Context: an optimization exercise on an open-source flow, tuned for small area and a short achievable clock period. The choices shown serve that exercise and are no tape-out recipe. RTL that was checked went through simulation tests only; none was proved equivalent to the original.

// joltage_select_sum
module joltage_select_sum #(
  parameter int MAX_K = 12,
  parameter int VAL_W = 40,
  parameter int SUM_W = 64,
  parameter int CNT_W = 32,
  localparam int KW   = $clog2(MAX_K+1)
)(
  input  logic             clk,
  input  logic             rst_n,
  input  logic [KW-1:0]    k_sel,
  input  logic [3:0]       in_digit,
  input  logic             in_last,
  input  logic             in_valid,
  output logic             in_ready,
  input  logic             sum_clr,
  output logic             line_valid,
  output logic [VAL_W-1:0] line_value,
  output logic             line_short,
  output logic [SUM_W-1:0] sum_out,
  output logic [CNT_W-1:0] lines_done,
  output logic [2:0]       error
);
Size: roughly 1700 cells after synthesis, about 160 flip-flops, roughly 160 I/O pins.
==> module joltage_select_sum, before the edit <==
module joltage_select_sum #(
  parameter int MAX_K = 12,
  parameter int VAL_W = 40,
  parameter int SUM_W = 64,
  parameter int CNT_W = 32,
  localparam int KW   = $clog2(MAX_K+1)
)(
  input  logic             clk,
  input  logic             rst_n,
  input  logic [KW-1:0]    k_sel,
  input  logic [3:0]       in_digit,
  input  logic             in_last,
  input  logic             in_valid,
  output logic             in_ready,
  input  logic             sum_clr,
  output logic             line_valid,
  output logic [VAL_W-1:0] line_value,
  output logic             line_short,
  output logic [SUM_W-1:0] sum_out,
  output logic [CNT_W-1:0] lines_done,
  output logic [2:0]       error
);
  logic [MAX_K-1:0][3:0] dig, dig_nxt;
  logic [VAL_W-1:0] val;
  logic [KW-1:0]    cnt, k_r;
  logic             live, fin, in_line;
  logic             acc, upd, dig_ok, k_ok, short_l, add_ok;
  logic [MAX_K-1:0] asc, shf;
  logic [VAL_W:0]   add_lo;
  logic [SUM_W-1:0] sum_nxt;
  logic             carry;
  logic [CNT_W-1:0] lines_nxt;
  logic [2:0]       err_set;
  assign in_ready = live && !fin;
  assign acc      = in_valid && in_ready;
  assign dig_ok   = (in_digit <= 4'd9);
  assign upd      = acc && dig_ok;
  assign k_ok     = (k_sel != '0) && (k_sel <= KW'(MAX_K));
  assign short_l  = (cnt < k_r);
  assign add_ok   = fin && !short_l;
  always_comb begin
    asc = '0;
    for (int j = 1; j < MAX_K; j++)
      asc[j] = (KW'(j) < k_r) && (dig[j] < dig[j-1]);
    shf = '0;
    shf[MAX_K-1] = asc[MAX_K-1];
    for (int j = MAX_K-2; j >= 1; j--)
      shf[j] = shf[j+1] | asc[j];
    dig_nxt[0] = (shf[1] || in_digit > dig[0]) ? in_digit : dig[0];
    for (int j = 1; j < MAX_K; j++)
      dig_nxt[j] = shf[j] ? dig[j-1] : dig[j];
  end
  jss_bcd2bin u_conv (.d(dig), .v(val));
  assign line_valid = fin;
  assign line_short = fin && short_l;
  assign line_value = add_ok ? val : '0;
  jss_cpa_bk #(.W(VAL_W+1)) u_add (.a({1'b0, sum_out[VAL_W-1:0]}), .b({1'b0, val}), .s(add_lo));
  always_comb begin
    logic c;
    c = add_lo[VAL_W];
    sum_nxt[VAL_W-1:0] = add_lo[VAL_W-1:0];
    for (int i = VAL_W; i < SUM_W; i++) begin
      sum_nxt[i] = sum_out[i] ^ c;
      c = c & sum_out[i];
    end
    carry = c;
    c = 1'b1;
    for (int i = 0; i < CNT_W; i++) begin
      lines_nxt[i] = lines_done[i] ^ c;
      c = c & lines_done[i];
    end
  end
  assign err_set = {add_ok && carry,
                    (fin && short_l) || (acc && !in_line && !k_ok),
                    acc && !dig_ok};
  always_ff @(posedge clk or negedge rst_n) begin
    if (!rst_n) begin
      live    <= 1'b0;
      fin     <= 1'b0;
      in_line <= 1'b0;
      dig     <= '0;
      cnt     <= '0;
      k_r     <= '0;
    end else begin
      live <= 1'b1;
      fin  <= acc && in_last;
      if (acc) begin
        if (!in_line) k_r <= k_ok ? k_sel : KW'(MAX_K);
        in_line <= !in_last;
      end
      if (upd) begin
        dig <= dig_nxt;
        if (cnt != KW'(MAX_K)) cnt <= cnt + 1'b1;
      end
      if (fin) begin
        dig <= '0;
        cnt <= '0;
      end
    end
  end
  always_ff @(posedge clk or negedge rst_n) begin
    if (!rst_n) begin
      sum_out    <= '0;
      lines_done <= '0;
      error      <= '0;
    end else if (sum_clr) begin
      sum_out    <= '0;
      lines_done <= '0;
      error      <= '0;
    end else begin
      error <= error | err_set;
      if (fin) lines_done <= lines_nxt;
      if (add_ok) sum_out <= sum_nxt;
    end
  end
endmodule
Settings: LEC_CHECK=0, CAP_MARGIN=20, CORE_MARGIN=2, CORE_UTILIZATION=40, SLEW_MARGIN=20; clock period 9.0 ns.
run.sh (not shown) runs the stock make flow with config.mk's settings and CLKGATE_MAP_FILE= SYNTH_SCRIPT=/design/flow/synth_recipe.tcl, a recipe that flattens the netlist after the stock synthesis.
The first run reached the layout checks and failed them: setup timing.
Next try:
--- a/flow/design.v
+++ b/flow/design.v
@@ -20,9 +20,9 @@
   output logic [CNT_W-1:0] lines_done,
   output logic [2:0]       error
 );
   logic [MAX_K-1:0][3:0] dig, dig_nxt;
-  logic [VAL_W-1:0] val;
+  logic [VAL_W-1:0] val, val_nxt;
   logic [KW-1:0]    cnt, k_r;
   logic             live, fin, in_line;
   logic             acc, upd, dig_ok, k_ok, short_l, add_ok;
   logic [MAX_K-1:0] asc, shf;
@@ -49,9 +49,9 @@
     dig_nxt[0] = (shf[1] || in_digit > dig[0]) ? in_digit : dig[0];
     for (int j = 1; j < MAX_K; j++)
       dig_nxt[j] = shf[j] ? dig[j-1] : dig[j];
   end
-  jss_bcd2bin u_conv (.d(dig), .v(val));
+  jss_bcd2bin u_conv (.d(dig_nxt), .v(val_nxt));
   assign line_valid = fin;
   assign line_short = fin && short_l;
   assign line_value = add_ok ? val : '0;
   jss_cpa_bk #(.W(VAL_W+1)) u_add (.a({1'b0, sum_out[VAL_W-1:0]}), .b({1'b0, val}), .s(add_lo));
@@ -97,8 +97,10 @@
         cnt <= '0;
       end
     end
   end
+  always_ff @(posedge clk)
+    if (upd) val <= val_nxt;
   always_ff @(posedge clk or negedge rst_n) begin
     if (!rst_n) begin
       sum_out    <= '0;
       lines_done <= '0;
Outcome: The changed run ran to the end with no violations; sequential share of layout area goes up by 6.1 points; cell area goes down by a few percent; routed wire length goes up slightly; fmax goes up by a quarter to a third.
For the first run of this note, only the layout was checked, not whether the RTL still works.

## re-timing with driven ports
In the flow no input, the clock included, has a driving cell. The finished layouts below were timed again as built, in two steps. Step 1 assumes that a clkbuf_16 drives the clock port and a buf_2 every other input. Step 2 also shifts input and output timing later by t, the mid clock arrival at the registers, as if the neighbouring blocks saw the same clock. Slacks: ideal ports / drivers / drivers and shift; pairs: ideal ports / drivers.
run	t, ns	slack for setup (ns)	clock arrival spread, ns	worst data-port slew with drivers (ns)	cell pins on the clock port's net
the first run	0.496	-1.414 / -1.414 / -1.414	0.017 / 0.018	0.04	1
the second run	0.510	0.799 / 0.799 / 0.799	0.023 / 0.023	0.05	1
